Source: an optimization exercise on an open RTL-to-GDS flow (aim: small area, a short achievable clock period and few clock cycles). Production flows keep margins and buffers that such runs may drop. Only simulation tests tie the RTL to the original design; equivalence was not proved.

==> flow/design.v <==
package sp_pkg;
	typedef logic [9-1:0] residue_t;
	typedef logic [18-1:0] product_t;
	typedef struct packed {
		logic inv_en;
		logic sort_en;
	} sp_mode_t;
	typedef struct packed {
		logic     valid;
		residue_t data;
	} series_beat_t;
endpackage
`timescale 1ns/100ps
module mod509_reduce
(
	input  sp_pkg::product_t value,
	output sp_pkg::residue_t residue
);
	localparam int FOLD_W = 9 + 2;
	localparam logic [FOLD_W-1:0] MOD_X1 = FOLD_W'(509);
	localparam logic [FOLD_W-1:0] MOD_X2 = FOLD_W'(2 * 509);
	localparam logic [FOLD_W-1:0] MOD_X3 = FOLD_W'(3 * 509);
	localparam logic [FOLD_W-1:0] MOD_X4 = FOLD_W'(4 * 509);
	logic [9-1:0] hi_part;
	logic [FOLD_W-1:0] folded;
	logic [FOLD_W-1:0] trimmed;
	assign hi_part = value[18-1:9];
	assign folded = FOLD_W'(value[9-1:0]) + FOLD_W'(hi_part) + {1'b0, hi_part, 1'b0};
	always_comb begin
		if (folded >= MOD_X4)
			trimmed = folded - MOD_X4;
		else if (folded >= MOD_X3)
			trimmed = folded - MOD_X3;
		else if (folded >= MOD_X2)
			trimmed = folded - MOD_X2;
		else if (folded >= MOD_X1)
			trimmed = folded - MOD_X1;
		else
			trimmed = folded;
	end
	assign residue = trimmed[9-1:0];
endmodule
`timescale 1ns/100ps
module mod_inverse
(
	input  logic         clk,
	input  logic         rst_n,
	input  sp_pkg::series_beat_t in_beat,
	output sp_pkg::series_beat_t out_beat
);
	localparam logic [1:0] ST_COLLECT = 2'd0;
	localparam logic [1:0] ST_COMPUTE = 2'd1;
	localparam logic [1:0] ST_EMIT    = 2'd2;
	localparam int BIT_W = $clog2(9);
	localparam logic [2:0] LAST_IDX = 3'(6 - 1);
	localparam logic [BIT_W-1:0] TOP_BIT = BIT_W'(9 - 1);
	localparam logic [9-1:0] INV_EXP = 9'd507;
	logic [1:0] state;
	logic [2:0] idx;
	logic [BIT_W-1:0] bit_cnt;
	logic mul_phase;
	logic elem_done;
	logic emit;
	sp_pkg::residue_t elem [0:6-1];
	sp_pkg::residue_t acc;
	sp_pkg::residue_t mul_op;
	sp_pkg::residue_t prod_mod;
	sp_pkg::residue_t acc_next;
	sp_pkg::product_t prod;
	assign mul_op = mul_phase ? elem[idx] : acc;
	assign prod = sp_pkg::product_t'(acc) * sp_pkg::product_t'(mul_op);
	mod509_reduce reduce_inst (
		.value   (prod),
		.residue (prod_mod)
	);
	assign acc_next = (!mul_phase || INV_EXP[bit_cnt]) ? prod_mod : acc;
	assign elem_done = mul_phase && (bit_cnt == '0);
	always_ff @(posedge clk or negedge rst_n) begin
		if (!rst_n) begin
			state <= ST_COLLECT;
			idx <= '0;
			bit_cnt <= TOP_BIT;
			mul_phase <= 1'b0;
		end else begin
			case (state)
				ST_COLLECT: begin
					if (in_beat.valid) begin
						idx <= (idx == LAST_IDX) ? '0 : idx + 3'd1;
						if (idx == LAST_IDX)
							state <= ST_COMPUTE;
					end
				end
				ST_COMPUTE: begin
					mul_phase <= !mul_phase;
					if (mul_phase)
						bit_cnt <= bit_cnt - BIT_W'(1);
					if (elem_done) begin
						bit_cnt <= TOP_BIT;
						idx <= (idx == LAST_IDX) ? '0 : idx + 3'd1;
						if (idx == LAST_IDX)
							state <= ST_EMIT;
					end
				end
				ST_EMIT: begin
					idx <= (idx == LAST_IDX) ? '0 : idx + 3'd1;
					if (idx == LAST_IDX)
						state <= ST_COLLECT;
				end
				default: state <= ST_COLLECT;
			endcase
		end
	end
	always_ff @(posedge clk) begin
		if (state == ST_COLLECT && in_beat.valid)
			elem[idx] <= in_beat.data;
		else if (state == ST_COMPUTE && elem_done)
			elem[idx] <= acc_next;
		if (state != ST_COMPUTE || elem_done)
			acc <= 9'(1);
		else
			acc <= acc_next;
	end
	assign emit = (state == ST_EMIT);
	assign out_beat = {emit, (emit ? elem[idx] : sp_pkg::residue_t'(0))};
endmodule
`timescale 1ns/100ps
module series_sorter
(
	input  logic         clk,
	input  logic         rst_n,
	input  sp_pkg::series_beat_t in_beat,
	output sp_pkg::series_beat_t out_beat
);
	localparam logic [1:0] ST_FILL   = 2'd0;
	localparam logic [1:0] ST_SETTLE = 2'd1;
	localparam logic [1:0] ST_DRAIN  = 2'd2;
	localparam logic [2:0] LAST_CNT = 3'(6 - 1);
	logic [1:0] state;
	logic [2:0] cnt;
	logic [6-1:0] ge;
	logic drain;
	sp_pkg::residue_t ent [0:6-1];
	always_comb begin
		for (int i = 0; i < 6; i++)
			ge[i] = (in_beat.data >= ent[i]);
	end
	always_ff @(posedge clk or negedge rst_n) begin
		if (!rst_n) begin
			state <= ST_FILL;
			cnt <= '0;
		end else begin
			case (state)
				ST_FILL: begin
					if (in_beat.valid) begin
						cnt <= (cnt == LAST_CNT) ? '0 : cnt + 3'd1;
						if (cnt == LAST_CNT)
							state <= ST_SETTLE;
					end
				end
				ST_SETTLE: state <= ST_DRAIN;
				ST_DRAIN: begin
					cnt <= (cnt == LAST_CNT) ? '0 : cnt + 3'd1;
					if (cnt == LAST_CNT)
						state <= ST_FILL;
				end
				default: state <= ST_FILL;
			endcase
		end
	end
	always_ff @(posedge clk or negedge rst_n) begin
		if (!rst_n) begin
			for (int i = 0; i < 6; i++)
				ent[i] <= '0;
		end else if (state == ST_FILL && in_beat.valid) begin
			if (ge[0])
				ent[0] <= in_beat.data;
			for (int i = 1; i < 6; i++) begin
				if (ge[i])
					ent[i] <= ge[i-1] ? ent[i-1] : in_beat.data;
			end
		end else if (drain) begin
			for (int i = 0; i < 6 - 1; i++)
				ent[i] <= (cnt == LAST_CNT) ? '0 : ent[i+1];
			ent[6-1] <= '0;
		end
	end
	assign drain = (state == ST_DRAIN);
	assign out_beat = {drain, (drain ? ent[0] : sp_pkg::residue_t'(0))};
endmodule
`timescale 1ns/100ps
module sp_top
(
	input  logic         clk,
	input  logic         rst_n,
	input  sp_pkg::series_beat_t in_beat,
	input  sp_pkg::sp_mode_t     in_mode,
	output sp_pkg::series_beat_t out_beat
);
	localparam logic [2:0] ST_COLLECT   = 3'd0;
	localparam logic [2:0] ST_FEED_INV  = 3'd1;
	localparam logic [2:0] ST_WAIT_INV  = 3'd2;
	localparam logic [2:0] ST_FEED_SORT = 3'd3;
	localparam logic [2:0] ST_WAIT_SORT = 3'd4;
	localparam logic [2:0] ST_EMIT      = 3'd5;
	localparam logic [2:0] LAST_POS = 3'(6 - 1);
	logic [2:0] state;
	logic [2:0] state_next;
	logic [2:0] pos;
	sp_pkg::sp_mode_t mode_r;
	logic step;
	logic last;
	logic add_en;
	logic buf_wr;
	logic inv_feed;
	logic sort_feed;
	logic emit;
	sp_pkg::residue_t add_val;
	sp_pkg::residue_t sum_mod;
	sp_pkg::product_t sum_value;
	sp_pkg::residue_t series_buf [0:6-1];
	logic [11-1:0] acc [0:6-1];
	sp_pkg::series_beat_t inv_in;
	sp_pkg::series_beat_t inv_out;
	sp_pkg::series_beat_t sort_in;
	sp_pkg::series_beat_t sort_out;
	always_comb begin
		step = 1'b0;
		add_en = 1'b0;
		buf_wr = 1'b0;
		add_val = '0;
		case (state)
			ST_COLLECT: begin
				step = in_beat.valid;
				add_en = in_beat.valid;
				buf_wr = in_beat.valid;
				add_val = in_beat.data;
			end
			ST_FEED_INV: begin
				step = 1'b1;
				add_en = !mode_r.inv_en;
				add_val = series_buf[pos];
			end
			ST_WAIT_INV: begin
				step = inv_out.valid;
				add_en = inv_out.valid;
				buf_wr = inv_out.valid;
				add_val = inv_out.data;
			end
			ST_FEED_SORT: begin
				step = 1'b1;
				add_en = !mode_r.sort_en;
				add_val = series_buf[pos];
			end
			ST_WAIT_SORT: begin
				step = sort_out.valid;
				add_en = sort_out.valid;
				buf_wr = sort_out.valid;
				add_val = sort_out.data;
			end
			ST_EMIT: step = 1'b1;
			default: step = 1'b0;
		endcase
	end
	assign last = step && (pos == LAST_POS);
	always_comb begin
		state_next = state;
		if (last) begin
			case (state)
				ST_COLLECT:   state_next = ST_FEED_INV;
				ST_FEED_INV:  state_next = mode_r.inv_en ? ST_WAIT_INV : ST_FEED_SORT;
				ST_WAIT_INV:  state_next = ST_FEED_SORT;
				ST_FEED_SORT: state_next = mode_r.sort_en ? ST_WAIT_SORT : ST_EMIT;
				ST_WAIT_SORT: state_next = ST_EMIT;
				default:      state_next = ST_COLLECT;
			endcase
		end
	end
	always_ff @(posedge clk or negedge rst_n) begin
		if (!rst_n) begin
			state <= ST_COLLECT;
			pos <= '0;
			mode_r <= '0;
		end else begin
			state <= state_next;
			if (step)
				pos <= last ? '0 : pos + 3'd1;
			if (state == ST_COLLECT && in_beat.valid && pos == '0)
				mode_r <= in_mode;
		end
	end
	always_ff @(posedge clk or negedge rst_n) begin
		if (!rst_n) begin
			for (int i = 0; i < 6; i++)
				acc[i] <= '0;
		end else if (state == ST_EMIT && last) begin
			for (int i = 0; i < 6; i++)
				acc[i] <= '0;
		end else if (add_en) begin
			acc[pos] <= acc[pos] + 11'(add_val);
		end
	end
	always_ff @(posedge clk) begin
		if (buf_wr)
			series_buf[pos] <= add_val;
	end
	assign inv_feed = (state == ST_FEED_INV) && mode_r.inv_en;
	assign sort_feed = (state == ST_FEED_SORT) && mode_r.sort_en;
	assign inv_in = {inv_feed, (inv_feed ? series_buf[pos] : sp_pkg::residue_t'(0))};
	assign sort_in = {sort_feed, (sort_feed ? series_buf[pos] : sp_pkg::residue_t'(0))};
	mod_inverse inv_inst (
		.clk      (clk),
		.rst_n    (rst_n),
		.in_beat  (inv_in),
		.out_beat (inv_out)
	);
	series_sorter sort_inst (
		.clk      (clk),
		.rst_n    (rst_n),
		.in_beat  (sort_in),
		.out_beat (sort_out)
	);
	assign sum_value = sp_pkg::product_t'(acc[pos]);
	mod509_reduce sum_reduce_inst (
		.value   (sum_value),
		.residue (sum_mod)
	);
	assign emit = (state == ST_EMIT);
	assign out_beat = {emit, (emit ? sum_mod : sp_pkg::residue_t'(0))};
endmodule
==> flow/run.sh <==
#!/bin/bash
# synth_recipe.tcl (not shown) runs the flow's synth.tcl, then flattens the netlist and writes it again
# the make line also repeats each setting of config.mk as NAME=value (left out here)
make -C /OpenROAD-flow-scripts/flow DESIGN_CONFIG=/design/flow/config.mk WORK_HOME=/design/flow/orfs CLKGATE_MAP_FILE= SYNTH_SCRIPT=/design/flow/synth_recipe.tcl finish
==> flow/config.mk <==
export PLATFORM = sky130hd
export DESIGN_NAME = sp_top
export DESIGN_NICKNAME = sp_top
export VERILOG_FILES = /design/flow/design.v
export SDC_FILE = /design/flow/constraint.sdc
export NUM_CORES = 4
export LEC_CHECK = 0
export CAP_MARGIN = 20
export CORE_MARGIN = 2
export CORE_UTILIZATION = 40
export SLEW_MARGIN = 20
==> flow/constraint.sdc <==
create_clock -name core_clock -period 10.0 [get_ports {clk}]
set_input_delay 2.0000 -clock core_clock [delete_from_list [all_inputs] [get_ports {clk}]]
set_output_delay 2.0000 -clock core_clock [all_outputs]
set_load 0.01 [all_outputs]
==> implementation parameters <==
Parameter                              Value

Logic synthesis
  YS warnings ... 6
  Syn_area_per_cell ... 9.92 um2
  Share of Yosys cell area claimed by the top area cell type ... 0.193
  Number of distinct library cells after synthesis ... 82
  Synth Cell Area ... 0.0184 mm2
  Most repeated cell in the gate-level netlist after synthesis ... nand2_1
  Top cells by area in the synthesized netlist ... dfrtp_1, edfxtp_1, ha_1, fa_1, mux2_2
  Sequential fraction of the synthesis area ... 0.380
  Synth area leader ... dfrtp_1
  Fraction of registers with async set or reset after synthesis ... 0.550
  Count of state elements after synthesis ... 260
  Most frequent cells after synthesis ... nand2_1, inv_1, nor2_1
  Post-Syn Nets ... 2073
  Number of enable-type register cells in the synthesized netlist ... 108
  Most frequently used flop master after synthesis ... dfrtp_1
  Syn Inst Count ... 1857

Timing
  Measured slew at the worst slew-check pin ... 1.11 ns
  Rel. slew slack ... 0.258
  Total negative setup slack ... 0 ns
  Final worst path period share ... 0.946
  Min Clock Period, post-route ... 9.46 ns
  Number of failing hold endpoints at the final stage ... 0
  Final Setup Violations ... 0
  Unrepaired setup endpoints after global routing ... false
  Highest clock frequency the design can meet ... 106 MHz
  Worst-case clock skew ... 0.0259 ns
  Minimum setup slack in the final design ... 0.541 ns
  Final number of max-transition violations ... 0

Critical path
  Sort of element at the end of the critical path ... flip-flop
  Slowest cell delay on critical path ... 0.55 ns
  Crit path max fanout ... 19
  Cell occurring most often along the worst timing path ... fa_1
  Cell with the largest stage delay on the worst path ... fa_1
  CP Data Arrival Time ... 9.73 ns
  Buffer and inverter count on the worst path ... 6
  Required @ worst endpoint ... 10.27 ns
  Startpoint types ... flip-flop
  Largest delay share family, worst path ... adder cells
  Type of the setup path with the least slack ... flip-flop to flip-flop

Clock network
  Root Buffer Master ... clkbuf_16
  Clock latency on the worst-skew pair ... 0.56 ns
  CTS Buffer Depth ... 3
  Cts hold-fix bufs ... 0
  Number of H-tree levels ... 1
  Clock transition at the registers of the reported paths ... 0.06 ns
  TritonCTS Buffers ... 29
  CTS tree ... done
  Clk sink count ... 260

Placed design
  Post-placement cell count ... 2481
  Pre-CTS setup slack ... 0.261 ns
  Number of input and output port buffers inserted ... 23
  Half-perimeter wire length after placement ... 35.8 mm
  Placer congestion estimate ... 0.891

Floorplan
  Site row count ... 78
  Die H ... 219 um
  Starting utilization of the core area ... 0.406
  I/O pin count ... 24
  Core Footprint ... 0.0454 mm2
  Overall die width ... 219 um
  Die area ... 0.0478 mm2

Routing
  Post-detailed-routing wire length ... 48.0 mm
  DRT iter0 DRCs ... 1055
  Via count ... 13900
  Number of iterations in the first detailed-routing pass ... 6
  Wirelength per Cell ... 18.9 um
  Vias per cell ... 5.49
  Antenna violation net count after detailed routing ... 0
  Post-route DRC ... 0

Status
  Outcome ... no timing/DRC/antenna violations

Final layout
  Antenna Diode Count ... 0
  Area growth, synth to finish ... 13.0%
  Final #Nets ... 2129
  Fillcell total ... 4252
  Share of cells above drive strength 1 ... 0.140
  Finished Layout Cells ... 2534

Flow run
  Count of max-cap constraint violations ... 0

Worst hold path
  Min-Delay Path Class ... flip-flop to flip-flop

GRT
  Number of global-route vias before repair ... 14200
  Maximum number of pins on one net before global-route repair ... 73
  Total GRT Usage ... 0.206
  Number of antenna violations at the first check in global routing ... 0
  Wire length of the first global-routing pass ... 78.3 mm
  Overflow left after global routing ... 0
## sequential cells by signal, summed over array words and instances, names as in the netlist, 4 cells and up
register and cells:
inv_inst.elem 54, inv_inst.acc 9, sort_inst.ent 54, series_buf 54
acc 66, inv_inst.bit_cnt 4
## worst paths after layout
check,from,endpoint,slack (ns),cells after the start
min,acc[5][0]$_DFFE_PN0P_,acc[5][0]$_DFFE_PN0P_,0.48,2
max,inv_inst.idx[1]$_DFFE_PN0P_,inv_inst.elem[4][1]$_DFFE_PP_,0.54,34
min reg2reg,acc[5][0]$_DFFE_PN0P_,acc[5][0]$_DFFE_PN0P_,0.48,2
max in group asynchronous,rst_n,acc[4][5]$_DFFE_PN0P_,7.08,2
min in group asynchronous,rst_n,inv_inst.bit_cnt[2]$_DFFE_PN0P_,1.46,1
max reg2reg,inv_inst.idx[1]$_DFFE_PN0P_,inv_inst.elem[4][1]$_DFFE_PP_,0.54,34
## cell type report
cell class,count,area (um2),area share
clock inverter,14,178,0.00854
inverter,177,664,0.0319
tap,600,751,0.0361
multi-input combinational,1345,10600,0.509
clock buffer,38,801,0.0385
sequential,260,7010,0.337
timing repair buffer,100,822,0.0395
## placed cells by master (no fill, tap or decap), types with 29 or more instances in the layout
master | synthesis | final
edfxtp_1 | 108 | 108
nor2_1 | 143 | 142
mux2_2 | 78 | 78
inv_1 | 176 | 176
and2_1 | 51 | 51
ha_1 | 140 | 140
dfrtp_1 | 142 | 140
nand2_1 | 204 | 204
o21ai_0 | 92 | 88
a21oi_1 | 66 | 62
xnor2_1 | 36 | 34
clkbuf_16 | 0 | 30
buf_4 | 1 | 76
nand3_1 | 29 | 29
mux2i_1 | 67 | 67
a21o_1 | 32 | 32
fa_1 | 62 | 62
a31oi_1 | 40 | 39
## metrics by stage
stage / util / hold slack (ns) / instance area, um2
2_1_floorplan: - / 0.449 / 18400
3_3_place_gp: 0.435 / 0.462 / 19700
3_5_place_dp: 0.435 / 0.471 / 19700
4_1_cts: 0.456 / 0.484 / 20700
5_1_grt: 0.459 / 0.515 / 20800
6_report: 0.459 / 0.479 / 20800
## logic make-up (layout without fill, tap and decap cells)
family,Yosys count,count (layout),synth area share
flip-flops,260,260,0.380
buffers and inverters,252,329,0.0522
AO/OA/AOI/OAI,386,386,0.140
XOR/XNOR,51,51,0.0247
adder cells (fa/ha/maj),202,202,0.162
multiplexers,160,160,0.102
AND/OR/NAND/NOR,546,546,0.138
## worst min-delay path, cell delays in order (launching register included)
cell	delay (ns)
dfrtp_1	0.34
nand2_1	0.05
o21ai_0	0.06
## timing repair
item                                    CTS  global route
hold endpoints to repair                  0             0
endpoints found under the setup margin    0            63
buffers inserted                          0             1
gates resized for setup                   0            20
## metal layers
layer | global-route usage | vias to the layer above | routed length (um)
met1 | 0.296 | 6886 | 22800
met4 | 0.0499 | 0 | 920
met3 | 0.0278 | 63 | 2260
li1 | - | 6645 | -
met2 | 0.326 | 327 | 22000
met5 | 0 | - | 0
Testbench counts, summed over its fixed seeds: cycles 52,310.

separate check: timing with driven ports:
How much do the figures lean on ideal ports? The routed layout below was timed once more, with nothing changed but the port constraints.
Step 1, drivers: a clkbuf_16 drives clk and a buf_2 each remaining input, both assumed.
Step 2 times the ports against the registers' clock, not the clock port: input delays grow and output delays shrink by t, the midpoint of the rising clock arrivals with the driver on.
a / b / c = no drivers / after step 1 / after step 2; a / b = the first two.
t (ns): 0.611
setup slack, ns: 0.541 / 0.541 / 0.541
worst hold slack (ns): 0.479 / 0.479 / 0.479
latest minus earliest clock arrival (ns): 0.026 / 0.026
pins driven straight from the clock port: 1
After both steps this run still meets setup and hold. For this run, drivers alone change the setup slack by 0.000 ns; drivers and shift together by 0.000 ns.
